Context: an optimization exercise on an open-source flow, tuned for small area and a short achievable clock period. The choices shown serve that exercise and are no tape-out recipe. At most, simulation tests tie the RTL to the original design; equivalence was not proved. No activity file was given, so power comes from the tool's default toggle rates.

==> job 3874: inputs <==
// exe_stage
module exe_stage (
    input  logic        clk,
    input  logic        rst,
    input  logic        in_valid,
    input  logic        hold,
    input  logic        flush,
    input  logic [63:0] pc,
    input  logic [31:0] inst,
    input  logic [63:0] rs1_data,
    input  logic [63:0] rs2_data,
    input  logic [63:0] imm,
    input  logic [63:0] csr_val,
    input  logic [22:0] ctrl,
    output logic        out_valid,
    output logic        out_redirect,
    output logic        out_we_reg,
    output logic [4:0]  out_rd,
    output logic [63:0] out_pc,
    output logic [63:0] out_result,
    output logic [63:0] out_csr_result,
    output logic [63:0] out_npc
);
    exe_pkg::exe_ctrl_t ctrl_s;
    exe_pkg::data_t     alu_res;
    exe_pkg::data_t     csr_res;
    logic               br_taken;
    assign ctrl_s = exe_pkg::exe_ctrl_t'(ctrl);
    int_exec int_exec_i (
        .pc       (pc),
        .rs1_data (rs1_data),
        .rs2_data (rs2_data),
        .imm      (imm),
        .alu_op   (ctrl[22:19]),
        .asel     (ctrl[15:14]),
        .bsel     (ctrl[13:12]),
        .cmp_op   (ctrl[18:16]),
        .alu_res  (alu_res),
        .br_taken (br_taken)
    );
    csr_exec csr_exec_i (
        .inst     (inst),
        .rs1_data (rs1_data),
        .csr_val  (csr_val),
        .csr_op   (ctrl[11:10]),
        .csr_asel (ctrl[9]),
        .csr_bsel (ctrl[8:7]),
        .csr_res  (csr_res)
    );
    exe_commit exe_commit_i (
        .clk            (clk),
        .rst            (rst),
        .in_valid       (in_valid),
        .hold           (hold),
        .flush          (flush),
        .pc             (pc),
        .inst           (inst),
  ...
==> flow/config.mk <==
export PLATFORM = sky130hd
export DESIGN_NAME = exe_stage
export DESIGN_NICKNAME = exe_stage
export VERILOG_FILES = /design/flow/design.v
export SDC_FILE = /design/flow/constraint.sdc
export NUM_CORES = 4
export LEC_CHECK = 0
export ABC_AREA = 1
export CAP_MARGIN = 0
export CORE_MARGIN = 2
export CORE_UTILIZATION = 40
export SETUP_SLACK_MARGIN = 4
export SLEW_MARGIN = 0
export TNS_END_PERCENT = 0
==> flow/constraint.sdc <==
create_clock -name core_clock -period 7.0 [get_ports {clk}]
set_input_delay 1.4000 -clock core_clock [delete_from_list [all_inputs] [get_ports {clk}]]
set_output_delay 1.4000 -clock core_clock [all_outputs]
set_load 0.01 [all_outputs]
standard.sh (not shown) runs the stock make flow with config.mk's settings and CLKGATE_MAP_FILE= SYNTH_SCRIPT=/design/flow/synth_recipe.tcl, a recipe that flattens the netlist after the stock synthesis.
==> flow/flow/run.sh <==
#!/bin/bash
# Standard ORFS layout (the standard.sh), with the port buffers made of
# sky130_fd_sc_hd__buf_1 instead of the default delay buffer.
set -euo pipefail
cd "$(dirname "$0")/.."
bash standard.sh "BUFFER_PORTS_ARGS=-buffer_cell sky130_fd_sc_hd__buf_1" finish > make_finish.log 2>&1
==> job 4445: changes against job 3874 <==
CAP_MARGIN = 20   (was 0)
CORE_UTILIZATION = 35   (was 40)
SETUP_SLACK_MARGIN = 4.5   (was 4)
SLEW_MARGIN = 20   (was 0)
==> job 4666: changes against job 3874 <==
--- a/flow/design.v
+++ b/flow/design.v
@@ -52,15 +52,15 @@
     input  logic [W-1:0] b,
     input  logic         cin,
     output logic [W-1:0] sum,
     output logic [W-1:0] p_o,
     output logic [W-1:0] g_o,
     output logic         cout
 );
-    localparam int L = 6;
+    localparam int L = $clog2(W);
     logic [W-1:0] p0, g0;
     logic [W-1:0] gg [0:2*L+1];
     logic [W-1:0] pp [0:2*L+1];
     assign p0 = a ^ b;
     assign g0 = a & b;
     assign p_o = p0;
     assign g_o = g0;
@@ -157,67 +157,23 @@
                 assign gg[2*L+1][i] = gg[2*L-1][i];
             end
         end
     endgenerate
     assign sum  = p0 ^ {gg[2*L+1][W-2:0], cin};
     assign cout = gg[2*L+1][W-1];
 endmodule
-module skl_carry #(
-    parameter int W = 64
-) (
-    input  logic [W-1:0] p,
-    input  logic [W-1:0] g,
-    input  logic         cin,
-    output logic [W:0]   c
-);
-    localparam int L = 6;
-    logic [W-1:0] gg [0:L];
-    logic [W-1:0] pp [0:L];
-    logic [W-1:0] g2, p2;
-    always_comb begin
-        for (int i = 0; i < W; i++) begin
-            g2[i] = 1'b0;
-            p2[i] = 1'b0;
-        end
-        gg[0] = g;
-        pp[0] = p;
-        gg[0][0] = g[0] | (p[0] & cin);
-        for (int l = 0; l < L; l++) begin
-            gg[l+1] = gg[l];
-            pp[l+1] = pp[l];
-            for (int i = 0; i < W; i++) begin
-                if ((i >> l) & 1) begin
-                    if (i == 1) begin
-                        gg[l+1][i] = (g[1] | (p[1] & g[0])) | ((p[1] & p[0]) & cin);
-                        pp[l+1][i] = p[1] & p[0];
-                    end else if (i == (1 << l)) begin
-                        g2[i] = g[i] | (p[i] & g[i-1]);
-                        p2[i] = p[i] & p[i-1];
-                        gg[l+1][i] = g2[i] | (p2[i] & gg[l][i-2]);
-                        pp[l+1][i] = p2[i] & pp[l][i-2];
-                    end else begin
-                        gg[l+1][i] = gg[l][i] | (pp[l][i] & gg[l][((i >> l) << l) - 1]);
-                        pp[l+1][i] = pp[l][i] & pp[l][((i >> l) << l) - 1];
-                    end
-                end
-            end
-        end
-        c[0] = cin;
-        for (int i = 0; i < W; i++) c[i+1] = gg[L][i];
-    end
-endmodule
 module cmp_tree #(
     parameter int W = 64
 ) (
     input  logic [W-1:0] a,
     input  logic [W-1:0] b,
     output logic         geu,
     output logic         eq
 );
-    localparam int L = 6;
+    localparam int L = $clog2(W);
     logic [W-1:0] gg [0:L];
     logic [W-1:0] pp [0:L];
     always_comb begin
         gg[0] = a & ~b;
         pp[0] = ~(a ^ b);
         gg[0][0] = a[0] | ~b[0];
     end
@@ -247,71 +203,46 @@
     input  logic [3:0]         alu_op,
     input  logic [1:0]         asel,
     input  logic [1:0]         bsel,
     input  logic [2:0]         cmp_op,
     output exe_pkg::data_t     alu_res,
     output logic               br_taken
 );
-    exe_pkg::data_t a, b, bx, p, g, shr, shl;
+    exe_pkg::data_t a, b, bx, sum, p, g, shin, shr, shl;
     logic sub, cout, left, fill, lt;
     logic [5:0] sh;
     logic geu, eq, bgeu, blt;
     assign a  = ({64{asel[0]}} & rs1_data) | ({64{asel[1]}} & pc);
     assign b  = ({64{bsel[0]}} & rs2_data) | ({64{bsel[1]}} & imm);
     assign sub = (alu_op == 4'd1) || (alu_op == 4'd5) || (alu_op == 4'd6);
     assign bx = b ^ {64{sub}};
-    logic [64:0] c;
-    exe_pkg::data_t x;
-    assign x = a ^ bx;
-    assign p = a | bx;
-    assign g = a & bx;
-    skl_carry #(.W(64)) carry_i (.p(p), .g(g), .cin(sub), .c(c));
-    assign cout = c[64];
+    pfx_add #(.W(64), .KIND(ADD_KIND)) add_i (
+        .a(a), .b(bx), .cin(sub), .sum(sum), .p_o(p), .g_o(g), .cout(cout)
+    );
     assign lt = (alu_op == 4'd5) ? (~cout ^ a[63] ^ b[63]) : ~cout;
-    assign sh   = bsel[1] ? imm[5:0] : (rs2_data[5:0] & {6{bsel[0]}});
-    assign left = ~alu_op[3];
-    assign fill = alu_op[3] & alu_op[0] & a[63];
-    exe_pkg::data_t sl [0:6];
+    assign sh   = b[5:0];
+    assign left = (alu_op == 4'd7);
+    assign fill = (alu_op == 4'd9) & a[63];
     always_comb begin
-        for (int k = 0; k < 64; k++) begin
-            case ({left, sh[0]})
-                2'b00: sl[1][k] = a[k];
-                2'b01: sl[1][k] = (k < 63) ? a[k+1] : fill;
-                2'b10: sl[1][k] = a[63-k];
-                default: sl[1][k] = (k < 63) ? a[62-k] : fill;
-            endcase
-        end
-        for (int l = 1; l < 6; l++) begin
-            for (int k = 0; k < 64; k++) begin
-                if (k + (1 << l) < 64) sl[l+1][k] = sh[l] ? sl[l][k + (1 << l)] : sl[l][k];
-                else                   sl[l+1][k] = sh[l] ? fill : sl[l][k];
-            end
-        end
+        for (int k = 0; k < 64; k++) shin[k] = left ? a[63-k] : a[k];
     end
-    assign shr = sl[6];
+    assign shr = exe_pkg::data_t'($signed({fill, shin}) >>> sh);
     always_comb begin
         for (int k = 0; k < 64; k++) shl[k] = shr[63-k];
     end
-    exe_pkg::data_t xpart, tpart, arith;
-    logic op_add, op_and, op_or, op_xor;
-    assign op_add = (alu_op[3:1] == 3'b000);
-    assign op_and = (alu_op == 4'd2);
-    assign op_or  = (alu_op == 4'd3);
-    assign op_xor = (alu_op == 4'd4);
-    assign xpart = x & {64{op_add | op_or | op_xor}};
-    assign tpart = ({c[63:1], 1'b0} & {64{op_add}}) | (g & {64{op_and | op_or}});
-    assign arith = {xpart[63:1] ^ tpart[63:1],
-                    op_add ? (a[0] ^ b[0]) : (xpart[0] ^ tpart[0])};
     always_comb begin
         casez (alu_op)
+            4'b000?: alu_res = sum;
+            4'b0010: alu_res = g;
+            4'b0011: alu_res = p | g;
+            4'b0100: alu_res = p;
             4'b0101,
             4'b0110: alu_res = {63'd0, lt};
             4'b0111: alu_res = shl;
-            4'b1???: alu_res = shr;
-            default: alu_res = arith;
+            default: alu_res = shr;
         endcase
     end
     cmp_tree #(.W(64)) cmp_i (.a(rs1_data), .b(rs2_data), .geu(geu), .eq(eq));
     assign bgeu = geu;
     assign blt  = ~geu ^ rs1_data[63] ^ rs2_data[63];
     always_comb begin
         case (cmp_op)
@@ -337,23 +268,24 @@
     input  logic [1:0]         csr_bsel,
     output exe_pkg::data_t     csr_res
 );
     exe_pkg::data_t ca, cb, sum, p, g;
     logic cout;
     assign ca = {64{csr_asel}} & csr_val;
     assign cb = ({64{csr_bsel[0]}} & rs1_data) | ({64{csr_bsel[1]}} & {59'd0, inst[19:15]});
-    logic [64:0] c;
-    exe_pkg::data_t x;
-    assign x = ca ^ cb;
-    assign p = ca | cb;
-    assign g = ca & cb;
-    skl_carry #(.W(64)) carry_i (.p(p), .g(g), .cin(1'b0), .c(c));
-    assign sum  = x ^ c[63:0];
-    assign cout = c[64];
-    assign csr_res = (csr_op[1] ? ca : x) ^ ((csr_op == 2'd0) ? c[63:0] : g);
+    pfx_add #(.W(64), .KIND(ADD_KIND)) add_i (
+        .a(ca), .b(cb), .cin(1'b0), .sum(sum), .p_o(p), .g_o(g), .cout(cout)
+    );
+    always_comb begin
+        case (csr_op)
+            2'd0:    csr_res = sum;
+            2'd1:    csr_res = p | g;
+            default: csr_res = ca & ~cb;
+        endcase
+    end
 endmodule
 `timescale 1ns/1ns
 module exe_commit (
     input  logic                clk,
     input  logic                rst,
     input  logic                in_valid,
     input  logic                hold,
CAP_MARGIN = 20   (was 0)
CORE_UTILIZATION = 45   (was 40)
SETUP_SLACK_MARGIN = default   (was 4)
SLEW_MARGIN = 20   (was 0)
TNS_END_PERCENT = default   (was 0)
==> summary of the runs <==
- Job 3874 completed with no timing, DRC or antenna violations. Job 4666 produced a clean layout. Job 4445 produced a clean layout.
- Via count: job 3874 < job 4666 < job 4445.
- The highest power belongs to job 3874, the lowest to job 4666.
- In job 3874 the setup slack is higher than in job 4445, by 0.14 ns.
- Sequential cell count is the same in job 4445 and job 4666.
- Routed wire length: job 3874 < job 4445 < job 4666.
- The highest combinational power belongs to job 4445, the lowest to job 4666.
- Against job 4666, the final cell count of job 3874 is higher by about 6%.
- In job 3874 the critical path depth is higher than in job 4445, by 14.
For job 4666, only the layout was checked, not whether the RTL still works.

[separate check: timing with driven ports]
Ports are ideal in the flow. The routed layouts listed here were re-timed in OpenROAD. Step 1 (the two cells are an assumption about what drives the block):
set clk [get_ports {clk}]
set_driving_cell -lib_cell sky130_fd_sc_hd__clkbuf_16 $clk
set_driving_cell -lib_cell sky130_fd_sc_hd__buf_2 [delete_from_list [all_inputs] $clk]
Step 2 moves the port delays by t, midway between the first and last clock arrival at a register: inputs arrive t later, outputs are due t later. That takes back most of the time a late clock gives input paths. Slacks: ideal ports / drivers / drivers and shift; pairs: ideal ports / drivers.
run | t (ns) | slack for setup (ns) | hold WS [ns] | worst setup path after step 2 | slew at the worst register clock pin (ns)
job 3874 | 0.627 | 2.900 / 2.919 / 2.291 | 0.451 / 0.451 / 0.451 | input to register | 0.07 / 0.07
job 4445 | 0.671 | 2.761 / 2.804 / 2.133 | 0.446 / 0.446 / 0.446 | input to register | 0.09 / 0.09
job 4666 | 0.627 | 1.253 / 1.296 / 0.669 | 0.451 / 0.451 / 0.451 | input to register | 0.07 / 0.07
After both steps setup and hold are still met in every run listed. The setup slack of job 4445, which loses most, moves by +0.043 ns with the drivers and by -0.628 ns with both steps.
